Background: an optimization exercise with open tools, aiming at small area, a short achievable clock period and few clock cycles. Do not read the settings as production practice. Only simulation tests tie the RTL to the original design; equivalence was not proved. Power is estimated from default activity; no workload was simulated.

`flow/run.sh`:
```
#!/bin/bash
# synth_recipe.tcl (not shown) runs the flow's synth.tcl, then flattens the netlist and writes it again
# the make line also repeats each setting of config.mk as NAME=value (left out here)
make -C /OpenROAD-flow-scripts/flow DESIGN_CONFIG=/design/flow/config.mk WORK_HOME=/design/flow/orfs CLKGATE_MAP_FILE= SYNTH_SCRIPT=/design/flow/synth_recipe.tcl finish
```
`flow/config.mk`:
```
export PLATFORM = sky130hd
export DESIGN_NAME = dcache_top
export DESIGN_NICKNAME = dcache_top
export VERILOG_FILES = /design/flow/design.v
export SDC_FILE = /design/flow/constraint.sdc
export NUM_CORES = 4
export LEC_CHECK = 0
export CAP_MARGIN = 20
export CORE_MARGIN = 2
export CORE_UTILIZATION = 30
export SLEW_MARGIN = 20
```
`flow/constraint.sdc`:
```
create_clock -name core_clock -period 9.0 [get_ports {clk_i}]
set_input_delay 1.8000 -clock core_clock [delete_from_list [all_inputs] [get_ports {clk_i}]]
set_output_delay 1.8000 -clock core_clock [all_outputs]
set_load 0.01 [all_outputs]
```
`flow/design.v`:
```
`default_nettype none
package dcache_pkg;
  localparam int unsigned XLEN       = 32;
  localparam int unsigned ADDR_W     = 32;
  localparam int unsigned BE_W       = XLEN / 8;
  localparam int unsigned INDEX_W    = 5;
  localparam int unsigned OFF_W      = 2;
  localparam int unsigned TAG_W      = ADDR_W - INDEX_W - OFF_W;
  localparam int unsigned NUM_LINES  = 1 << INDEX_W;
  localparam int unsigned WBUF_DEPTH = 4;
  localparam int unsigned WBUF_PTR_W = $clog2(WBUF_DEPTH);
  localparam logic [1:0] LD_IDLE   = 2'd0;
  localparam logic [1:0] LD_LOOKUP = 2'd1;
  localparam logic [1:0] LD_MISS   = 2'd2;
endpackage
`default_nettype wire
`default_nettype none
module dcache_load_ctrl (
  input  wire                            clk_i,
  input  wire                            rst_n_i,
  input  wire                            enable_i,
  input  wire                            ld_req_i,
  input  wire [dcache_pkg::ADDR_W-1:0]   ld_addr_i,
  output logic                           ld_gnt_o,
  output logic                           ld_rvalid_o,
  output logic [dcache_pkg::XLEN-1:0]    ld_rdata_o,
  output logic                           miss_o,
  output logic                           port_lookup_vld_o,
  output logic [dcache_pkg::ADDR_W-1:0]  port_addr_o,
  output logic                           port_refill_we_o,
  output logic [dcache_pkg::XLEN-1:0]    port_refill_data_o,
  input  wire                            port_hit_i,
  input  wire [dcache_pkg::XLEN-1:0]     port_rdata_i,
  output logic                           rd_req_o,
  output logic [dcache_pkg::ADDR_W-1:0]  rd_addr_o,
  input  wire                            rd_ack_i,
  input  wire                            rd_rvalid_i,
  input  wire [dcache_pkg::XLEN-1:0]     rd_rdata_i
);
  logic [1:0]                    state_q;
  logic [1:0]                    state_d;
  logic [dcache_pkg::ADDR_W-1:0] addr_q;
  logic                          acked_q;
  logic                          rvalid_q;
  logic [dcache_pkg::XLEN-1:0]   rdata_q;
  logic                          hit;
  logic                          accept;
  assign hit    = (state_q == dcache_pkg::LD_LOOKUP) && port_hit_i && enable_i;
  assign miss_o = (state_q == dcache_pkg::LD_LOOKUP) && !hit;
  assign ld_gnt_o    = (state_q == dcache_pkg::LD_IDLE) || hit;
  assign accept      = ld_req_i && ld_gnt_o;
  assign ld_rvalid_o = hit || rvalid_q;
  assign ld_rdata_o  = rvalid_q ? rdata_q : port_rdata_i;
  assign port_lookup_vld_o  = accept;
  assign port_addr_o        = (state_q == dcache_pkg::LD_MISS) ? addr_q : ld_addr_i;
  assign port_refill_we_o   = (state_q == dcache_pkg::LD_MISS) && rd_rvalid_i && enable_i;
  assign port_refill_data_o = rd_rdata_i;
  assign rd_req_o  = miss_o || ((state_q == dcache_pkg::LD_MISS) && !acked_q);
  assign rd_addr_o = {addr_q[dcache_pkg::ADDR_W-1:dcache_pkg::OFF_W], {dcache_pkg::OFF_W{1'b0}}};
  always_comb begin
    state_d = state_q;
    case (state_q)
      dcache_pkg::LD_IDLE: begin
        if (accept) begin
          state_d = dcache_pkg::LD_LOOKUP;
        end
      end
      dcache_pkg::LD_LOOKUP: begin
        if (miss_o) begin
          state_d = dcache_pkg::LD_MISS;
        end else if (!accept) begin
          state_d = dcache_pkg::LD_IDLE;
        end
      end
      dcache_pkg::LD_MISS: begin
        if (rd_rvalid_i) begin
          state_d = dcache_pkg::LD_IDLE;
        end
      end
      default: state_d = dcache_pkg::LD_IDLE;
    endcase
  end
  always_ff @(posedge clk_i or negedge rst_n_i) begin
    if (!rst_n_i) begin
      state_q  <= dcache_pkg::LD_IDLE;
      acked_q  <= 1'b0;
      rvalid_q <= 1'b0;
    end else begin
      state_q  <= state_d;
      rvalid_q <= rd_rvalid_i;
      if (rd_rvalid_i) begin
        acked_q <= 1'b0;
      end else if (rd_ack_i) begin
        acked_q <= 1'b1;
      end
    end
  end
  always_ff @(posedge clk_i) begin
    if (accept) begin
      addr_q <= ld_addr_i;
    end
    if (rd_rvalid_i) begin
      rdata_q <= rd_rdata_i;
    end
  end
endmodule
`default_nettype wire
`default_nettype none
module dcache_wbuffer (
  input  wire                            clk_i,
  input  wire                            rst_n_i,
  input  wire                            st_block_i,
  input  wire                            st_req_i,
  input  wire [dcache_pkg::ADDR_W-1:0]   st_addr_i,
  input  wire [dcache_pkg::XLEN-1:0]     st_wdata_i,
  input  wire [dcache_pkg::BE_W-1:0]     st_be_i,
  output logic                           st_gnt_o,
  output logic                           wbuffer_empty_o,
  output logic                           upd_we_o,
  output logic [dcache_pkg::ADDR_W-1:0]  upd_addr_o,
  output logic [dcache_pkg::XLEN-1:0]    upd_wdata_o,
  output logic [dcache_pkg::BE_W-1:0]    upd_be_o,
  output logic                           wr_req_o,
  output logic [dcache_pkg::ADDR_W-1:0]  wr_addr_o,
  output logic [dcache_pkg::XLEN-1:0]    wr_wdata_o,
  output logic [dcache_pkg::BE_W-1:0]    wr_be_o,
  input  wire                            wr_ack_i
);
  localparam int unsigned WADDR_W = dcache_pkg::ADDR_W - dcache_pkg::OFF_W;
  logic [WADDR_W-1:0]                fifo_addr_q [dcache_pkg::WBUF_DEPTH];
  logic [dcache_pkg::XLEN-1:0]       fifo_data_q [dcache_pkg::WBUF_DEPTH];
  logic [dcache_pkg::BE_W-1:0]       fifo_be_q   [dcache_pkg::WBUF_DEPTH];
  logic [dcache_pkg::WBUF_PTR_W-1:0] wptr_q;
  logic [dcache_pkg::WBUF_PTR_W-1:0] rptr_q;
  logic [dcache_pkg::WBUF_PTR_W:0]   count_q;
  logic                              full;
  logic                              push;
  logic                              pop;
  assign full     = (count_q == (dcache_pkg::WBUF_PTR_W + 1)'(dcache_pkg::WBUF_DEPTH));
  assign st_gnt_o = !full && !st_block_i;
  assign push     = st_req_i && st_gnt_o;
  assign upd_we_o    = push;
  assign upd_addr_o  = st_addr_i;
  assign upd_wdata_o = st_wdata_i;
  assign upd_be_o    = st_be_i;
  assign wbuffer_empty_o = (count_q == '0);
  assign pop             = wr_req_o && wr_ack_i;
  assign wr_req_o   = !wbuffer_empty_o;
  assign wr_addr_o  = {fifo_addr_q[rptr_q], {dcache_pkg::OFF_W{1'b0}}};
  assign wr_wdata_o = fifo_data_q[rptr_q];
  assign wr_be_o    = fifo_be_q[rptr_q];
  always_ff @(posedge clk_i or negedge rst_n_i) begin
    if (!rst_n_i) begin
      wptr_q  <= '0;
      rptr_q  <= '0;
      count_q <= '0;
    end else begin
      if (push) begin
        wptr_q <= wptr_q + 1'b1;
      end
      if (pop) begin
        rptr_q <= rptr_q + 1'b1;
      end
      if (push && !pop) begin
        count_q <= count_q + 1'b1;
      end else if (pop && !push) begin
        count_q <= count_q - 1'b1;
      end
    end
  end
  always_ff @(posedge clk_i) begin
    if (push) begin
      fifo_addr_q[wptr_q] <= st_addr_i[dcache_pkg::ADDR_W-1:dcache_pkg::OFF_W];
      fifo_data_q[wptr_q] <= st_wdata_i;
      fifo_be_q[wptr_q]   <= st_be_i;
    end
  end
endmodule
`default_nettype wire
`default_nettype none
module dcache_mem (
  input  wire                            clk_i,
  input  wire                            rst_n_i,
  input  wire                            flush_inv_i,
  input  wire                            port_lookup_vld_i,
  input  wire [dcache_pkg::ADDR_W-1:0]   port_addr_i,
  input  wire                            port_refill_we_i,
  input  wire [dcache_pkg::XLEN-1:0]     port_refill_data_i,
  output logic                           port_hit_o,
  output logic [dcache_pkg::XLEN-1:0]    port_rdata_o,
  input  wire                            upd_we_i,
  input  wire [dcache_pkg::ADDR_W-1:0]   upd_addr_i,
  input  wire [dcache_pkg::XLEN-1:0]     upd_wdata_i,
  input  wire [dcache_pkg::BE_W-1:0]     upd_be_i
);
  localparam int unsigned IDX_LO = dcache_pkg::OFF_W;
  localparam int unsigned TAG_LO = dcache_pkg::OFF_W + dcache_pkg::INDEX_W;
  logic [dcache_pkg::TAG_W-1:0]     tag_q  [dcache_pkg::NUM_LINES];
  logic [dcache_pkg::XLEN-1:0]      data_q [dcache_pkg::NUM_LINES];
  logic [dcache_pkg::NUM_LINES-1:0] valid_q;
  logic [dcache_pkg::INDEX_W-1:0] lk_index;
  logic [dcache_pkg::TAG_W-1:0]   lk_tag;
  logic [dcache_pkg::INDEX_W-1:0] up_index;
  logic [dcache_pkg::TAG_W-1:0]   up_tag;
  logic                           up_hit;
  logic [dcache_pkg::XLEN-1:0]    up_word;
  logic [dcache_pkg::XLEN-1:0]    lk_word;
  logic                           hit_q;
  logic [dcache_pkg::XLEN-1:0]    rdata_q;
  assign lk_index = port_addr_i[IDX_LO +: dcache_pkg::INDEX_W];
  assign lk_tag   = port_addr_i[TAG_LO +: dcache_pkg::TAG_W];
  assign up_index = upd_addr_i[IDX_LO +: dcache_pkg::INDEX_W];
  assign up_tag   = upd_addr_i[TAG_LO +: dcache_pkg::TAG_W];
  assign up_hit = upd_we_i && valid_q[up_index] && (tag_q[up_index] == up_tag);
  always_comb begin
    up_word = data_q[up_index];
    for (int b = 0; b < dcache_pkg::BE_W; b++) begin
      if (upd_be_i[b]) begin
        up_word[8*b +: 8] = upd_wdata_i[8*b +: 8];
      end
    end
  end
  always_comb begin
    lk_word = data_q[lk_index];
    if (up_hit && (up_index == lk_index)) begin
      lk_word = up_word;
    end
  end
  always_ff @(posedge clk_i or negedge rst_n_i) begin
    if (!rst_n_i) begin
      hit_q   <= 1'b0;
      valid_q <= '0;
    end else begin
      hit_q <= port_lookup_vld_i && valid_q[lk_index] && (tag_q[lk_index] == lk_tag);
      if (flush_inv_i) begin
        valid_q <= '0;
      end else if (port_refill_we_i) begin
        valid_q[lk_index] <= 1'b1;
      end
    end
  end
  always_ff @(posedge clk_i) begin
    if (port_lookup_vld_i) begin
      rdata_q <= lk_word;
    end
    if (port_refill_we_i) begin
      tag_q[lk_index]  <= lk_tag;
      data_q[lk_index] <= port_refill_data_i;
    end else if (up_hit) begin
      data_q[up_index] <= up_word;
    end
  end
  assign port_hit_o   = hit_q;
  assign port_rdata_o = rdata_q;
endmodule
`default_nettype wire
`default_nettype none
module dcache_missunit (
  input  wire                            clk_i,
  input  wire                            rst_n_i,
  input  wire                            flush_i,
  output logic                           flush_ack_o,
  input  wire                            wbuffer_empty_i,
  output logic                           flush_inv_o,
  output logic                           st_block_o,
  input  wire                            rd_req_i,
  input  wire [dcache_pkg::ADDR_W-1:0]   rd_addr_i,
  output logic                           rd_ack_o,
  output logic                           rd_rvalid_o,
  output logic [dcache_pkg::XLEN-1:0]    rd_rdata_o,
  input  wire                            wr_req_i,
  input  wire [dcache_pkg::ADDR_W-1:0]   wr_addr_i,
  input  wire [dcache_pkg::XLEN-1:0]     wr_wdata_i,
  input  wire [dcache_pkg::BE_W-1:0]     wr_be_i,
  output logic                           wr_ack_o,
  output logic                           mem_req_o,
  output logic                           mem_we_o,
  output logic [dcache_pkg::ADDR_W-1:0]  mem_addr_o,
  output logic [dcache_pkg::XLEN-1:0]    mem_wdata_o,
  output logic [dcache_pkg::BE_W-1:0]    mem_be_o,
  input  wire                            mem_gnt_i,
  input  wire                            mem_rvalid_i,
  input  wire [dcache_pkg::XLEN-1:0]     mem_rdata_i
);
  logic rd_pend_q;
  logic rd_hold_q;
  logic flush_done_q;
  logic rd_sel;
  assign rd_sel = rd_req_i && !rd_pend_q && wbuffer_empty_i && (!flush_i || rd_hold_q);
  assign mem_req_o   = wr_req_i || rd_sel;
  assign mem_we_o    = wr_req_i;
  assign mem_addr_o  = wr_req_i ? wr_addr_i : rd_addr_i;
  assign mem_wdata_o = wr_req_i ? wr_wdata_i : '0;
  assign mem_be_o    = wr_req_i ? wr_be_i : '1;
  assign wr_ack_o    = wr_req_i && mem_gnt_i;
  assign rd_ack_o    = rd_sel && mem_gnt_i;
  assign rd_rvalid_o = rd_pend_q && mem_rvalid_i;
  assign rd_rdata_o  = mem_rdata_i;
  assign flush_ack_o = flush_i && !flush_done_q && wbuffer_empty_i && !rd_pend_q && !rd_sel;
  assign flush_inv_o = flush_ack_o;
  assign st_block_o = flush_i || rd_pend_q || rd_req_i;
  always_ff @(posedge clk_i or negedge rst_n_i) begin
    if (!rst_n_i) begin
      rd_pend_q    <= 1'b0;
      rd_hold_q    <= 1'b0;
      flush_done_q <= 1'b0;
    end else begin
      if (rd_ack_o) begin
        rd_pend_q <= 1'b1;
      end else if (mem_rvalid_i) begin
        rd_pend_q <= 1'b0;
      end
      rd_hold_q    <= rd_sel && !mem_gnt_i;
      flush_done_q <= flush_i && (flush_done_q || flush_ack_o);
    end
  end
endmodule
`default_nettype wire
`default_nettype none
module dcache_top (
  input  wire                            clk_i,
  input  wire                            rst_n_i,
  input  wire                            enable_i,
  input  wire                            flush_i,
  output logic                           flush_ack_o,
  output logic                           miss_o,
  output logic                           wbuffer_empty_o,
  input  wire                            ld_req_i,
  input  wire [dcache_pkg::ADDR_W-1:0]   ld_addr_i,
  output logic                           ld_gnt_o,
  output logic                           ld_rvalid_o,
  output logic [dcache_pkg::XLEN-1:0]    ld_rdata_o,
  input  wire                            st_req_i,
  input  wire [dcache_pkg::ADDR_W-1:0]   st_addr_i,
  input  wire [dcache_pkg::XLEN-1:0]     st_wdata_i,
  input  wire [dcache_pkg::BE_W-1:0]     st_be_i,
  output logic                           st_gnt_o,
  output logic                           mem_req_o,
  output logic                           mem_we_o,
  output logic [dcache_pkg::ADDR_W-1:0]  mem_addr_o,
  output logic [dcache_pkg::XLEN-1:0]    mem_wdata_o,
  output logic [dcache_pkg::BE_W-1:0]    mem_be_o,
  input  wire                            mem_gnt_i,
  input  wire                            mem_rvalid_i,
  input  wire [dcache_pkg::XLEN-1:0]     mem_rdata_i
);
  logic                          flush_inv;
  logic                          st_block;
  logic                          port_lookup_vld;
  logic [dcache_pkg::ADDR_W-1:0] port_addr;
  logic                          port_refill_we;
  logic [dcache_pkg::XLEN-1:0]   port_refill_data;
  logic                          port_hit;
  logic [dcache_pkg::XLEN-1:0]   port_rdata;
  logic                          upd_we;
  logic [dcache_pkg::ADDR_W-1:0] upd_addr;
  logic [dcache_pkg::XLEN-1:0]   upd_wdata;
  logic [dcache_pkg::BE_W-1:0]   upd_be;
  logic                          rd_req;
  logic [dcache_pkg::ADDR_W-1:0] rd_addr;
  logic                          rd_ack;
  logic                          rd_rvalid;
  logic [dcache_pkg::XLEN-1:0]   rd_rdata;
  logic                          wr_req;
  logic [dcache_pkg::ADDR_W-1:0] wr_addr;
  logic [dcache_pkg::XLEN-1:0]   wr_wdata;
  logic [dcache_pkg::BE_W-1:0]   wr_be;
  logic                          wr_ack;
  dcache_load_ctrl u_load_ctrl (
    .clk_i              (clk_i),
    .rst_n_i            (rst_n_i),
    .enable_i           (enable_i),
    .ld_req_i           (ld_req_i),
    .ld_addr_i          (ld_addr_i),
    .ld_gnt_o           (ld_gnt_o),
    .ld_rvalid_o        (ld_rvalid_o),
    .ld_rdata_o         (ld_rdata_o),
    .miss_o             (miss_o),
    .port_lookup_vld_o  (port_lookup_vld),
    .port_addr_o        (port_addr),
    .port_refill_we_o   (port_refill_we),
    .port_refill_data_o (port_refill_data),
    .port_hit_i         (port_hit),
    .port_rdata_i       (port_rdata),
    .rd_req_o           (rd_req),
    .rd_addr_o          (rd_addr),
    .rd_ack_i           (rd_ack),
    .rd_rvalid_i        (rd_rvalid),
    .rd_rdata_i         (rd_rdata)
  );
  dcache_wbuffer u_wbuffer (
    .clk_i           (clk_i),
    .rst_n_i         (rst_n_i),
    .st_block_i      (st_block),
    .st_req_i        (st_req_i),
    .st_addr_i       (st_addr_i),
    .st_wdata_i      (st_wdata_i),
    .st_be_i         (st_be_i),
    .st_gnt_o        (st_gnt_o),
    .wbuffer_empty_o (wbuffer_empty_o),
    .upd_we_o        (upd_we),
    .upd_addr_o      (upd_addr),
    .upd_wdata_o     (upd_wdata),
    .upd_be_o        (upd_be),
    .wr_req_o        (wr_req),
    .wr_addr_o       (wr_addr),
    .wr_wdata_o      (wr_wdata),
    .wr_be_o         (wr_be),
    .wr_ack_i        (wr_ack)
  );
  dcache_mem u_mem (
    .clk_i              (clk_i),
    .rst_n_i            (rst_n_i),
    .flush_inv_i        (flush_inv),
    .port_lookup_vld_i  (port_lookup_vld),
    .port_addr_i        (port_addr),
    .port_refill_we_i   (port_refill_we),
    .port_refill_data_i (port_refill_data),
    .port_hit_o         (port_hit),
    .port_rdata_o       (port_rdata),
    .upd_we_i           (upd_we),
    .upd_addr_i         (upd_addr),
    .upd_wdata_i        (upd_wdata),
    .upd_be_i           (upd_be)
  );
  dcache_missunit u_missunit (
    .clk_i           (clk_i),
    .rst_n_i         (rst_n_i),
    .flush_i         (flush_i),
    .flush_ack_o     (flush_ack_o),
    .wbuffer_empty_i (wbuffer_empty_o),
    .flush_inv_o     (flush_inv),
    .st_block_o      (st_block),
    .rd_req_i        (rd_req),
    .rd_addr_i       (rd_addr),
    .rd_ack_o        (rd_ack),
    .rd_rvalid_o     (rd_rvalid),
    .rd_rdata_o      (rd_rdata),
    .wr_req_i        (wr_req),
    .wr_addr_i       (wr_addr),
    .wr_wdata_i      (wr_wdata),
    .wr_be_i         (wr_be),
    .wr_ack_o        (wr_ack),
    .mem_req_o       (mem_req_o),
    .mem_we_o        (mem_we_o),
    .mem_addr_o      (mem_addr_o),
    .mem_wdata_o     (mem_wdata_o),
    .mem_be_o        (mem_be_o),
    .mem_gnt_i       (mem_gnt_i),
    .mem_rvalid_i    (mem_rvalid_i),
    .mem_rdata_i     (mem_rdata_i)
  );
endmodule
`default_nettype wire
```
==> results by group <==
Run status
  – Status: finished clean

Clock network
  – Hold_buf cts: 0
  – Clock-pin slew on the worst setup and hold paths: 60 ps
  – H-tree depth: 4
  – Clk Latency, worst-skew pair: 920 ps
  – Clk sinks: 2229
  – Post-CTS Resized: 0
  – Post-CTS setup buffers: 0
  – TritonCTS clock tree: built
  – CTS buffer count: 225
  – CTS root buf: clkbuf_16
  – Clock Tree Buf Depth: 4

Synth
  – Count leader, synth: edfxtp_1
  – Top cell type's share of synthesized area: 62.3%
  – Commonest cells in the netlist: edfxtp_1 (2182), mux4_2 (792), a211oi_1 (495), nand2_1 (455), mux2i_1 (313)
  – Mapped Area: 105000 sq um
  – Syn_area_per_cell: 16.5 sq um
  – EDFF count, synth: 2182
  – Synth Flop Type: edfxtp_1
  – Top cells by area, synth: edfxtp_1 (62%), mux4_2 (17%), a211oi_1 (3.5%), mux2i_1 (3.0%), nand2_1 (1.6%)
  – Seq cells post-synth: 2229
  – Asr flop ratio synth: 2.11%
  – Yosys warns: 4
  – Post-synth top area cell: edfxtp_1
  – Synth unique cells: 78
  – Seq/Total Area, Yosys: 63.4%
  – Mapped Cells: 6354

Pwr
  – PD cells: 251 nW/um^2
  – Maximum VDD drop: 0.230 mV
  – Pleak: 38.4 nW

Timing
  – Fin crit share: 78.9%
  – Pins Over Slew Limit: 0
  – RSZ-0062 raised after global routing: no
  – Worst hold slack: 504 ps
  – Rel. slew slack: 18.0%
  – Max Clk Rate: 141 MHz
  – Measured slew at the worst slew-check pin: 1230 ps
  – Setup TNS: 0 ps
  – Skew final: 74.1 ps
  – # setup viols final: 0
  – Period minus WS final: 7100 ps
  – Final Hold Vio Count: 0

GRT
  – GRT Total Usage: 20.3%
  – Antenna violations before repair: 32
  – Largest net degree at the start of global routing: 182
  – First-pass GRT wire length: 517 mm
  – Number of global-route vias before repair: 66400
  – Global route total overflow: 0

Layout
  – Register Area: 66700 sq um
  – Final core utilization: 34.7%
  – Syn-to-layout area delta: 15.2%
  – Area of the multi-input gates: 36100 sq um
  – Finished Cell Area: 121000 sq um
  – Net count, final: 6671
  – Number of fill cells: 32700
  – Ratio of cells with drive above 1 in the final layout: 23.1%

Place
  – Post-DP Area: 114000 sq um
  – IO Port Bufs: 241
  – Post-DP HPWL: 216 mm
  – Routability cong.: 0.858

Setup path
  – Critical Path Sink Type: register
  – R2R cell count: 10
  – Crit start category: input port
  – Critical Path Fanout Max: 40
  – Critical R2R Capture: u_mem.hit_q
  – Worst reg2reg startpoint: u_load_ctrl.state_q[0]
  – Crit Path Class: in2reg
  – Worst Path Arrival: 7570 ps
  – Worst EP required: 9470 ps
  – R2r setup slk: 2560 ps

Drt
  – Vias: 68000
  – Drt via density: 6.01
  – Drt first-iter violations: 10500
  – Post-Route WL: 374 mm
  – Drt pass-1 iters: 7
  – Routed WL per cell: 33.1 um
  – DRC viols: 0
  – Antenna viol nets, final: 0

Worst hold path
  – Min-Delay Startpoint: u_missunit.flush_done_q
  – WHS Endpoint: u_missunit.flush_done_q
  – Hold Path Class: reg2reg
  – Worst Hold Depth: 1

Die
  – Die area: 355000 sq um
  – Initial Util: 30.1%
  – Die Span Y: 596 um
  – Num rows: 217
  – I/O pin count: 248
  – Die Wd: 596 um
  – Core Region: 349000 sq um

Flow run
  – Max-cap viol count: 0
## worst max-delay path by stage
stage	cells past startpoint	startpoint	endpoint	slack, ps
after floorplan	15	st_addr_i[2]	u_mem.data_q[16][0]	1460
after global placement	12	st_addr_i[5]	u_mem.data_q[30][28]	1320
after detailed placement	12	st_addr_i[5]	u_mem.data_q[31][28]	1230
after CTS	12	st_addr_i[5]	u_mem.data_q[4][28]	2150
after global routing	11	st_addr_i[3]	u_mem.data_q[3][29]	2000
final	12	st_addr_i[5]	u_mem.data_q[4][28]	1900
## critical path, stage by stage
cell and delay, ps:
buf_6 420, buf_4 820, or2_2 550, a211oi_1 80, a2111oi_1 660, buf_4 270
nand4_1 140, a211o_1 360, or4_2 790, nor2_4 590, buf_4 310, mux2_1 690
## cell type report
| type | count | share of cell area [%] |
|---|---|---|
| Sequential cell | 2229 | 55.1 |
| Multi-Input combinational cell | 3337 | 29.8 |
| Clock buffer | 286 | 4.90 |
| Tap cell | 4599 | 4.75 |
| Timing Repair Buffer | 467 | 3.88 |
| Inverter | 260 | 0.823 |
| Clock inverter | 104 | 0.687 |
| Antenna cell | 20 | 0.0413 |
## registers in the layout, summed over array words and instances, names as in the netlist, 2 cells and up
signal	count
u_wbuffer.rptr_q	2
u_mem.rdata_q	32
u_wbuffer.fifo_addr_q	120
u_load_ctrl.rdata_q	32
u_mem.valid_q	32
u_wbuffer.fifo_be_q	16
u_wbuffer.fifo_data_q	128
u_load_ctrl.addr_q	30
u_wbuffer.wptr_q	2
u_mem.tag_q	800
u_load_ctrl.state_q	2
u_wbuffer.count_q	3
u_mem.data_q	1024
## metal layers
layer / up-vias / GRT usage [%] / wire length, um
met5: - / 0 / 135
met3: 957 / 4.85 / 43000
met1: 35600 / 26.7 / 140000
met2: 4803 / 31.6 / 171000
met4: 22 / 9.90 / 20200
li1: 26600 / - / -
## cells by family after synthesis
kind of cell / Yosys count / share of synthesized area, %
xor gates and xnor gates: 23 / 0.192
muxes: 1197 / 20.9
adders and majority gates: 11 / 0.138
buffers and inverters: 789 / 3.22
AOI/OAI and AO/OA: 1143 / 7.76
and+or+nand+nor: 961 / 4.32
DFF: 2229 / 63.4
other: 1 / 0.00357
## cell usage in the layout, fill, tap and decap left out, types with 71 or more instances in the layout
cell type        Yosys  routed
nand3_1            116     115
nand2_1            455     446
buf_4               28     180
mux2_2              89      89
edfxtp_1          2182    2182
nor2_1             108      71
a22oi_1            134     134
mux4_2             792     792
clkbuf_16            0     227
clkdlybuf4s50_1      0     231
o21ai_0            180     180
inv_1              258     256
mux2i_1            313     311
a211oi_1           495     495
## where the power goes
part	switching, mW	internal (mW)	total, mW
logic	5.65	3.29	8.93
registers	0.244	12.2	12.4
clock network	4.03	4.96	8.99
total	9.92	20.4	30.3
## stage by stage
| stage | setup WS (ps) | power (mW) | std cells |
|---|---|---|---|
| 2_1_floorplan | 1460 | 17.8 | 6355 |
| 3_5_place_dp | 1230 | 21.4 | 10900 |
| 5_1_grt | 2000 | 31.2 | 11300 |
| 3_3_place_gp | 1320 | 21.3 | 10900 |
| 4_1_cts | 2150 | 30.2 | 11300 |
| 6_report | 1900 | 30.3 | 11300 |
Testbench counts, summed over its fixed seeds: cycles 28,171.

## afterwards: timing with drivers on the ports
The results above use ideal ports. As a check the final layout listed here was re-extracted and re-timed, cells and wires unchanged. Step 1: set_driving_cell puts a clkbuf_16 on clk_i and a buf_2 on each other input, an assumption about the parent block. Step 2 times the ports against the registers' clock, not the clock port: input delays grow and output delays shrink by t, the midpoint of the rising clock arrivals with the driver on. Three values: ideal, step 1, step 2; two values: the first two.
shift t [ns]: 0.982
setup WS [ns]: 1.896 / 1.945 / 0.963
clock arrival spread, ns: 0.074 / 0.074
slew at the worst register clock pin (ns): 0.07 / 0.07
worst slew at a driven data input, ns: 0.23
After both steps this run still meets setup and hold. For this run, drivers alone change the setup slack by +0.049 ns; drivers and shift together by -0.933 ns.
